What follows belongs to an exercise in optimizing a design on an open flow for small area; a production flow would make more cautious choices.
Only simulation tests tie the RTL to the original design; equivalence was not proved.
Power figures rest on the tool's default switching activity, not on a simulated workload.

==> flow/design.v (excerpt) <==
module snow_overlay_top (
    input  logic        clk_i,
    input  logic        rst_i,
    input  logic        cen_i,      
    input  logic [1:0]  blank_i,    
    input  logic [2:0]  sync_i,     
    output logic [23:0] rgb_o,      
    output logic [2:0]  sync_o      
);
For scale: about 35 I/O pins.
==> module snowflake_field, before the edit <==
module snowflake_field (
    input  logic        clk_i,
    input  logic        rst_i,
    input  logic        cen_i,
    input  logic        frame_start_i,
    input  logic [10:0] pos_x_i,
    input  logic [10:0] pos_y_i,
    output logic        hit_o,
    output logic [23:0] rgb_o
);
    localparam int NS = 8;                    
    logic [NS-1:0][10:0] fx;                  
    logic [NS-1:0][10:0] fy;
    logic [12-1:0] hit;              
    function automatic logic [14:0] rsub(input logic [13:0] a, input logic [13:0] b);
        logic        c;
        logic [13:0] d;
        c = 1'b1;
        for (int i = 0; i < 14; i++) begin
            d[i] = a[i] ^ ~b[i] ^ c;
            c    = (a[i] & ~b[i]) | (c & (a[i] ^ ~b[i]));
        end
        rsub = {c, d};
    endfunction
    function automatic logic ge(input logic [13:0] a, input logic [13:0] b);
        logic [14:0] t;
        t  = rsub(a, b);
        ge = t[14];
    endfunction
    function automatic logic [14:0] radd(input logic [13:0] a, input logic [13:0] b);
        logic        c;
        logic [13:0] d;
        c = 1'b0;
        for (int i = 0; i < 14; i++) begin
            d[i] = a[i] ^ b[i] ^ c;
            c    = (a[i] & b[i]) | (c & (a[i] ^ b[i]));
        end
        radd = {c, d};
    endfunction
    function automatic logic star(input logic [3:0] u, input logic [3:0] v);
        logic [14:0] s;
        s    = radd(14'(u), 14'(v));
        star = (u != 4'hf) && (v != 4'hf) &&
               (u == 4'd6 || u == 4'd7 || u == 4'd8 || v == 4'd6 || v == 4'd7 || v == 4'd8 ||
                u == v || s[4:0] == 5'd14);
    endfunction
    function automatic logic [4:0] win(input logic [11:0] d, input int c);
        logic [14:0] t;
        t   = rsub({2'b0, d}, 14'(c));
        win = {t[11:4] == 8'd0, t[3:0]};
    endfunction
    logic adv;                                  
    logic p3;                                   
    assign adv = cen_i && frame_start_i;
    for (genvar j = 0; j < NS; j++) begin : g_flake
        localparam int S  = j + 1;              
        localparam int X0 = (j * 160) % 1920;
        localparam int Y0 = (j * 90) % 1080;
        if (j == 0 || j == 2 || j == 4 || j == 6) begin : g_st
            logic        wrap;                  
            logic        xw;                    
            logic [13:0] y_add;
            logic [13:0] x_add;
            logic [14:0] y_sum;
            logic [14:0] x_sum;
            logic [10:0] y_nx;
            logic [10:0] xq;
            logic [10:0] yq;
            assign wrap  = adv && ge({3'b0, fy[j]}, 14'(1080 - S));
            assign xw    = ge({3'b0, fx[j]}, 14'(1920 - 137));
            assign y_add = adv ? 14'(S) : 14'd0;
            assign x_add = wrap ? (xw ? 14'(137 + 2048 - 1920) :
                                        14'(137)) : 14'd0;
            assign y_sum = radd({3'b0, fy[j]}, y_add);
            assign x_sum = radd({3'b0, fx[j]}, x_add);
            assign y_nx  = wrap ? 11'd0 : y_sum[10:0];
            always_ff @(posedge clk_i) begin
                if (rst_i) yq <= 11'(Y0);
                else       yq <= y_nx;
            end
            assign fy[j] = yq;
            always_ff @(posedge clk_i) begin
                if (rst_i) xq <= 11'(X0);
                else       xq <= x_sum[10:0];
            end
            assign fx[j] = xq;
        end else begin : g_der
            localparam int P  = (j == 5) ? 2 : (j == 7) ? 3 : 0;   
            localparam int M  = (j == 3) ? 4 : 2;           
            localparam int SH = (j == 3) ? 2 : 1;           
            localparam int K  = (j == 3) ? 268 : (j == 7) ? 88 : 90;
            localparam int C  = (j == 3) ? 480 : 160;
            logic [3:0]  th;                    
            logic [13:0] ky;                    
            logic [13:0] cx;                    
            logic [14:0] y_sum;
            logic [14:0] x_sum;
            logic [4:0]  hs;                    
            logic [3:0]  hm;
            for (genvar k = 1; k <= 4; k++) begin : g_q
                if ((M * 1079 + K) >= 1080 * k) begin : g_t
                    assign th[k-1] = ge({3'b0, fy[P]}, 14'((1080 * k - K + M - 1) / M));
                end else begin : g_n
                    assign th[k-1] = 1'b0;
                end
            end
            always_comb begin
                if      (th[3]) begin ky = 14'(K - 4320); cx = 14'(C + 548); end
                else if (th[2]) begin ky = 14'(K - 3240); cx = 14'(C + 411); end
                else if (th[1]) begin ky = 14'(K - 2160); cx = 14'(C + 274); end
                else if (th[0]) begin ky = 14'(K - 1080); cx = 14'(C + 137); end
                else            begin ky = 14'(K);        cx = 14'(C);       end
                if (j == 3) ky[1] = p3;         
                if (j == 7 && p3) ky = th[1] ? 14'(84 - 2160) : th[0] ? 14'(84 - 1080) : 14'd90;
            end
            assign y_sum = radd(14'(fy[P]) << SH, ky);
            assign x_sum = radd(14'(fx[P]) << SH, cx);
            logic [14:0] hsum;
            logic [14:0] hinc;
            assign hsum  = radd(14'(x_sum[13:11]), 14'(x_sum[10:7]));
            assign hs    = hsum[4:0];
            assign hinc  = radd(14'(hs), 14'd1);   
            assign hm    = ge(14'(hs), 14'd15) ? hinc[3:0] : hs[3:0];
            assign fy[j] = y_sum[10:0];
            assign fx[j] = {hm, x_sum[6:0]};
        end
    end
    always_ff @(posedge clk_i) begin
        if (rst_i)                                    p3 <= 1'b1;
        else if (adv && fy[0] == 11'd202) p3 <= 1'b0;
    end
    logic [14:0] x7;                            
    logic [14:0] y7;
    assign x7 = radd({3'b0, pos_x_i}, 14'd7);
    assign y7 = radd({3'b0, pos_y_i}, 14'd7);
    for (genvar j = 0; j < NS; j++) begin : g_draw
        logic [11:0] ddx;                       
        logic [11:0] ddy;                       
        logic [4:0]  wx;
        logic [4:0]  wy;
        assign ddx    = 12'(rsub({2'b0, x7[11:0]}, {3'b0, fx[j]}));
        assign ddy    = 12'(rsub({2'b0, y7[11:0]}, {3'b0, fy[j]}));
        assign wx     = win(ddx, 0);
        assign wy     = win(ddy, 0);
        assign hit[j] = wx[4] && wy[4] && star(wx[3:0], wy[3:0]);
        if (j < 4) begin : g_twin               
            logic       lo;                     
            logic       xw;                     
            logic       odd;                    
            logic [4:0] vx;
            logic [4:0] vy;
            assign lo  = ~ge({3'b0, fy[j]}, 14'd360);
            assign xw  = lo ? ge({3'b0, fx[j]}, 14'd640) : ge({3'b0, fx[j]}, 14'd503);
            assign odd = (j == 3) && p3;
            assign vx  = lo ? (xw ? win(ddx, -640) : win(ddx, 1280)) :
                              (xw ? win(ddx, -503) : win(ddx, 1417));
            assign vy  = lo ? win(ddy, 720) : odd ? win(ddy, -362) : win(ddy, -360);
            assign hit[j+8] = vx[4] && vy[4] && star(vx[3:0], vy[3:0]);
        end
    end
    assign hit_o = |hit;
    assign rgb_o = hit_o ? 24'(24'hFF_FF_FF) : 24'(24'h00_00_00);
endmodule
==> flow/config.mk <==
export PLATFORM = sky130hd
export DESIGN_NAME = snow_overlay_top
export DESIGN_NICKNAME = snow_overlay_top
export VERILOG_FILES = /design/flow/design.v
export SDC_FILE = /design/flow/constraint.sdc
export NUM_CORES = 4
export LEC_CHECK = 0
export ABC_AREA = 1
export CAP_MARGIN = 20
export CORE_MARGIN = 2
export CORE_UTILIZATION = 40
export SLEW_MARGIN = 20
==> flow/constraint.sdc <==
create_clock -name core_clock -period 12.5 [get_ports {clk_i}]
set_input_delay 2.5000 -clock core_clock [delete_from_list [all_inputs] [get_ports {clk_i}]]
set_output_delay 2.5000 -clock core_clock [all_outputs]
set_load 0.01 [all_outputs]
standard.sh (not shown) runs the stock make flow with config.mk's settings and CLKGATE_MAP_FILE= SYNTH_SCRIPT=/design/flow/synth_recipe.tcl, a recipe that flattens the netlist after the stock synthesis.
==> flow/flow/run.sh <==
#!/bin/bash
# Own layout flow: the standard synthesis, then the combinational logic between the
# (unchanged) flip-flops is re-mapped with a stronger ABC script, then the standard layout
# from floorplan to finish. Each tool's output goes to a log file of its own here.
set -euo pipefail
W=$(pwd)
F=$W/flow
YOSYS=${YOSYS_EXE:-/OpenROAD-flow-scripts/tools/install/yosys/bin/yosys}
[[ -x $YOSYS ]] || YOSYS=yosys

# 1. Standard synthesis (the standard flow's own script, unchanged)
bash standard.sh synth > "$W/synth_std.log" 2>&1
R=$(dirname "$(ls "$W"/orfs/results/*/snow_overlay_top/base/1_2_yosys.v | head -n 1)")
cp "$R/1_2_yosys.v" "$W/netlist_std.v"

# 2. Re-map the gates between the flip-flops
RESYN_LIB=$FLOW_HOME/platforms/$FLOW_PLATFORM/lib/sky130_fd_sc_hd__tt_025C_1v80.lib \
RESYN_NETLIST=$W/netlist_std.v RESYN_TOP=$FLOW_TOP RESYN_SCRIPT=$F/resyn.abc \
RESYN_STAT=$W/resyn_stat.txt RESYN_OUT=$W/netlist_resyn.v \
  "$YOSYS" -c "$F/resyn.tcl" > "$W/resyn.log" 2>&1
cp "$W/netlist_resyn.v" "$R/1_2_yosys.v"
rm -f "$R/1_synth.odb" "$R/1_synth.sdc"

# 3. Standard layout on the new netlist. Ports get the smallest buffer; the clock tree uses
# mid-size buffers without dummy loads.
bash standard.sh \
  "BUFFER_PORTS_ARGS=-buffer_cell sky130_fd_sc_hd__buf_1" \
  "CTS_ARGS=-sink_clustering_enable -repair_clock_nets -buf_list sky130_fd_sc_hd__clkbuf_8 -dont_use_dummy_load" \
  "GPL_TIMING_DRIVEN=0" "REMOVE_ABC_BUFFERS=1" finish > "$W/layout.log" 2>&1
Other scripts of this flow, unchanged in this note and not shown: flow/flow/resyn.abc, flow/flow/resyn.tcl
The starting point completed with no timing, DRC or antenna violations.
Next try:
--- a/flow/design.v
+++ b/flow/design.v
@@ -93,15 +93,25 @@
         radd = {c, d};
     endfunction
-    function automatic logic star(input logic [3:0] u, input logic [3:0] v);
-        logic [14:0] s;
-        s    = radd(14'(u), 14'(v));
-        star = (u != 4'hf) && (v != 4'hf) &&
-               (u == 4'd6 || u == 4'd7 || u == 4'd8 || v == 4'd6 || v == 4'd7 || v == 4'd8 ||
-                u == v || s[4:0] == 5'd14);
+    function automatic logic [2:0] mag(input logic [3:0] d);
+        logic [2:0] n;
+        n   = ~d[2:0];                          
+        mag = d[3] ? {n[2] ^ (n[1] & n[0]), n[1] ^ n[0], ~n[0]} : d[2:0];
+    endfunction
+    function automatic logic star(input logic [3:0] dx, input logic [3:0] dy);
+        logic [2:0] ax;
+        logic [2:0] ay;
+        ax   = mag(dx);
+        ay   = mag(dy);
+        star = (dx != 4'b1000) && (dy != 4'b1000) &&
+               (ax[2:1] == 2'b00 || ay[2:1] == 2'b00 || ax == ay);
     endfunction
     function automatic logic [4:0] win(input logic [11:0] d, input int c);
+        logic [11:0] lo;
+        logic [11:0] hi;
         logic [14:0] t;
-        t   = rsub({2'b0, d}, 14'(c));
-        win = {t[11:4] == 8'd0, t[3:0]};
+        lo  = 12'(c - 8) ^ 12'h800;             
+        hi  = 12'(c + 7) ^ 12'h800;
+        t   = rsub({10'd0, d[3:0]}, 14'(c & 15));
+        win = {ge({2'b0, d ^ 12'h800}, {2'b0, lo}) && ge({2'b0, hi}, {2'b0, d ^ 12'h800}), t[3:0]};
     endfunction
     logic adv;                                  
@@ -185,8 +195,4 @@
         else if (adv && fy[0] == 11'd202) p3 <= 1'b0;
     end
-    logic [14:0] x7;                            
-    logic [14:0] y7;
-    assign x7 = radd({3'b0, pos_x_i}, 14'd7);
-    assign y7 = radd({3'b0, pos_y_i}, 14'd7);
     for (genvar j = 0; j < NS; j++) begin : g_draw
         logic [11:0] ddx;                       
@@ -194,6 +200,6 @@
         logic [4:0]  wx;
         logic [4:0]  wy;
-        assign ddx    = 12'(rsub({2'b0, x7[11:0]}, {3'b0, fx[j]}));
-        assign ddy    = 12'(rsub({2'b0, y7[11:0]}, {3'b0, fy[j]}));
+        assign ddx    = 12'(rsub({3'b0, pos_x_i}, {3'b0, fx[j]}));
+        assign ddy    = 12'(rsub({3'b0, pos_y_i}, {3'b0, fy[j]}));
         assign wx     = win(ddx, 0);
         assign wy     = win(ddy, 0);
=> Synthesized cell count rose slightly; total power fell by about a fifth; synthesized area rose slightly; fmax fell slightly; routed wire length rose by a few percent; final cell count rose slightly; count of clock-buffer cells in the layout does not change.


snow_overlay_top, a different RTL version from the one above (not shown whole).
Size: roughly 15000 µm² of cells after synthesis.
clock: 12.5 ns
lec_check: 0
abc_area: 1
cap_margin: 0
core_margin: 2
core_utilization: 40
slew_margin: 0
Scripts as last shown in full above: flow/flow/run.sh
Other scripts of this flow, unchanged in this note and not shown: flow/flow/resyn.abc, flow/flow/resyn.tcl
Change:
--- a/flow/design.v
+++ b/flow/design.v
@@ -259,12 +259,20 @@
         c = 1'b1;
         for (int i = 0; i < 6; i++) begin
             sub6[i] = a[i] ^ ~b[i] ^ c;
             c       = (a[i] & ~b[i]) | (c & ~(a[i] ^ b[i]));
         end
     endfunction
+    function automatic logic [7:0] sub8(input logic [7:0] a, input logic [7:0] b);
+        logic c;
+        c = 1'b1;
+        for (int i = 0; i < 8; i++) begin
+            sub8[i] = a[i] ^ ~b[i] ^ c;
+            c       = (a[i] & ~b[i]) | (c & ~(a[i] ^ b[i]));
+        end
+    endfunction
     function automatic logic run_hit(input logic [10:0] row, input logic [5:0] rx);
         logic [4:0] m;                        
         logic [4:0] t;
         m       = rx[4:0] ^ {5{rx[5]}};
         t       = rx[5] ? row[4:0] : row[9:5];
         run_hit = row[10] && ge({6'd0, t}, {6'd0, m});
@@ -361,50 +369,51 @@
             5'd27: pac_row = {1'b1, 5'd13, 5'd12};
             5'd28: pac_row = {1'b1, 5'd10, 5'd9};
             5'd29: pac_row = {1'b1, 5'd7, 5'd6};
             default: pac_row = '0;
         endcase
     endfunction
-    logic [5-1:0] g_in;       
+    logic                   g_blk;      
+    logic                   g_xin;      
+    logic [7:0]             g_rx7;
     logic [5:0]             g_rx;       
     logic [5:0]             g_ry;
     logic [4:0]             g_m;
-    logic [5:0]             g_c;        
+    logic [7:0]             g_c;        
     logic                   g_yin;
     logic                   g_hit;
     logic                   g_eye;
     logic                   g_pupil;
     logic [23:0]            g_col;
     logic [5:0]             p_rx;
     logic [5:0]             p_ry;
     logic [5:0]             p_ay;
     logic                   p_in;
     logic                   pac_hit;
     always_comb begin
         g_col = '0;
-        g_in[0] = ge(pos_x_i, 11'(150 - 20)) &&
-                  ge(11'(150 + 20), pos_x_i);
-        g_in[1] = ge(pos_x_i, 11'(550 - 20)) &&
-                  ge(11'(550 + 20), pos_x_i);
-        g_in[2] = ge(pos_x_i, 11'(960 - 20)) &&
-                  ge(11'(960 + 20), pos_x_i);
-        g_in[3] = ge(pos_x_i, 11'(1180 - 20)) &&
-                  ge(11'(1180 + 20), pos_x_i);
-        g_in[4] = ge(pos_x_i, 11'(1650 - 20)) &&
-                  ge(11'(1650 + 20), pos_x_i);
-        g_c = '0;
-        if (g_in[0]) begin g_c = 6'(150); g_col = 24'hFF_B0_FF; end
-        if (g_in[1]) begin g_c = 6'(550); g_col = 24'hFF_00_00; end
-        if (g_in[2]) begin g_c = 6'(960); g_col = 24'h00_80_FF; end
-        if (g_in[3]) begin g_c = 6'(1180); g_col = 24'h00_FF_00; end
-        if (g_in[4]) begin g_c = 6'(1650); g_col = 24'h80_00_FF; end
-        g_rx = sub6(pos_x_i[5:0], g_c);
+        g_blk = 1'b1;
+        g_col = '0;
+        g_c   = '0;
+        case (pos_x_i[10:7])
+            4'd1:    begin g_c = 8'(150 - 128);  g_col = 24'hFF_B0_FF; end
+            4'd4:    begin g_c = 8'(550 - 512);  g_col = 24'hFF_00_00; end
+            4'd7:    begin g_c = 8'(960 - 896);  g_col = 24'h00_80_FF; end
+            4'd9:    begin g_c = 8'(1180 - 1152); g_col = 24'h00_FF_00; end
+            4'd12:   begin g_c = 8'(1650 - 1536); g_col = 24'h80_00_FF; end
+            4'd13:   begin g_c = 8'(1650 - 1664); g_col = 24'h80_00_FF; end
+            default: g_blk = 1'b0;
+        endcase
+        g_rx7 = sub8({1'b0, pos_x_i[6:0]}, g_c);
+        g_rx  = g_rx7[5:0];
+        g_xin = g_blk && ge({3'd0, ~g_rx7[7], g_rx7[6:0]}, 11'(128 - 20)) &&
+                ge(11'(128 + 20), {3'd0, ~g_rx7[7], g_rx7[6:0]});
         g_ry  = sub6(pos_y_i[5:0], 6'(150));
         g_yin = ge(pos_y_i, 11'(150 - 25)) &&
                 ge(11'(150 + 25), pos_y_i);
-        g_hit = (|g_in) && g_yin && ghost_run(ghost_row(g_ry), g_rx);
+        g_hit = g_xin && g_yin && ghost_run(ghost_row(g_ry), g_rx);
         g_m   = g_rx[4:0] ^ {5{g_rx[5]}};
         g_eye   = ge({6'd0, g_m}, g_rx[5] ? 11'd5 : 11'd6) &&
                   ge(g_rx[5] ? 11'd11 : 11'd12, {6'd0, g_m}) &&
                   ge({5'd0, ~g_ry[5], g_ry[4:0]}, 11'(32 - 10)) &&
                   ge(11'(32 - 4), {5'd0, ~g_ry[5], g_ry[4:0]});
         g_pupil = ge({6'd0, g_m}, g_rx[5] ? 11'd7 : 11'd8) &&
What happened:
- area after synthesis is about the same
- via count goes down by 1.0%
- clock-buffer cell count is unchanged
- combinational power goes down by about 3%
- worst setup slack improved by 0.027 ns
- cell area stays flat
- power is about the same
- wire length drops by 6.7%
- global-route usage drops by 1.7 points
- sequential power stays flat

-- what the ideal ports hide --
How much do the figures lean on ideal ports? The routed layouts below were timed once more, with nothing changed but the port constraints.
Step 1: set_driving_cell puts a clkbuf_16 on clk_i and a buf_2 on each other input, an assumption about the parent block.
Step 2 moves the port delays by t, midway between the first and last clock arrival at a register: inputs arrive t later, outputs are due t later. That takes back most of the time a late clock gives input paths.
a / b / c = ideal ports / drivers / drivers and shift; a / b = the first two.
run | t (ns) | setup WS [ns] | slew at the worst register clock pin (ns) | worst slew at a driven data input, ns | pins driven straight from the clock port
the first run of note 1 | 0.522 | 1.253 / 1.253 / 1.253 | 0.09 / 0.09 | 0.03 | 1
the second run of note 1 | 0.547 | 1.200 / 1.200 / 1.200 | 0.10 / 0.10 | 0.04 | 1
the first run of note 2 | 0.502 | 1.026 / 1.026 / 1.026 | 0.08 / 0.08 | 0.08 | 1
the second run of note 2 | 0.528 | 1.053 / 1.053 / 1.053 | 0.09 / 0.09 | 0.03 | 1
After both steps setup and hold are still met in every run listed.
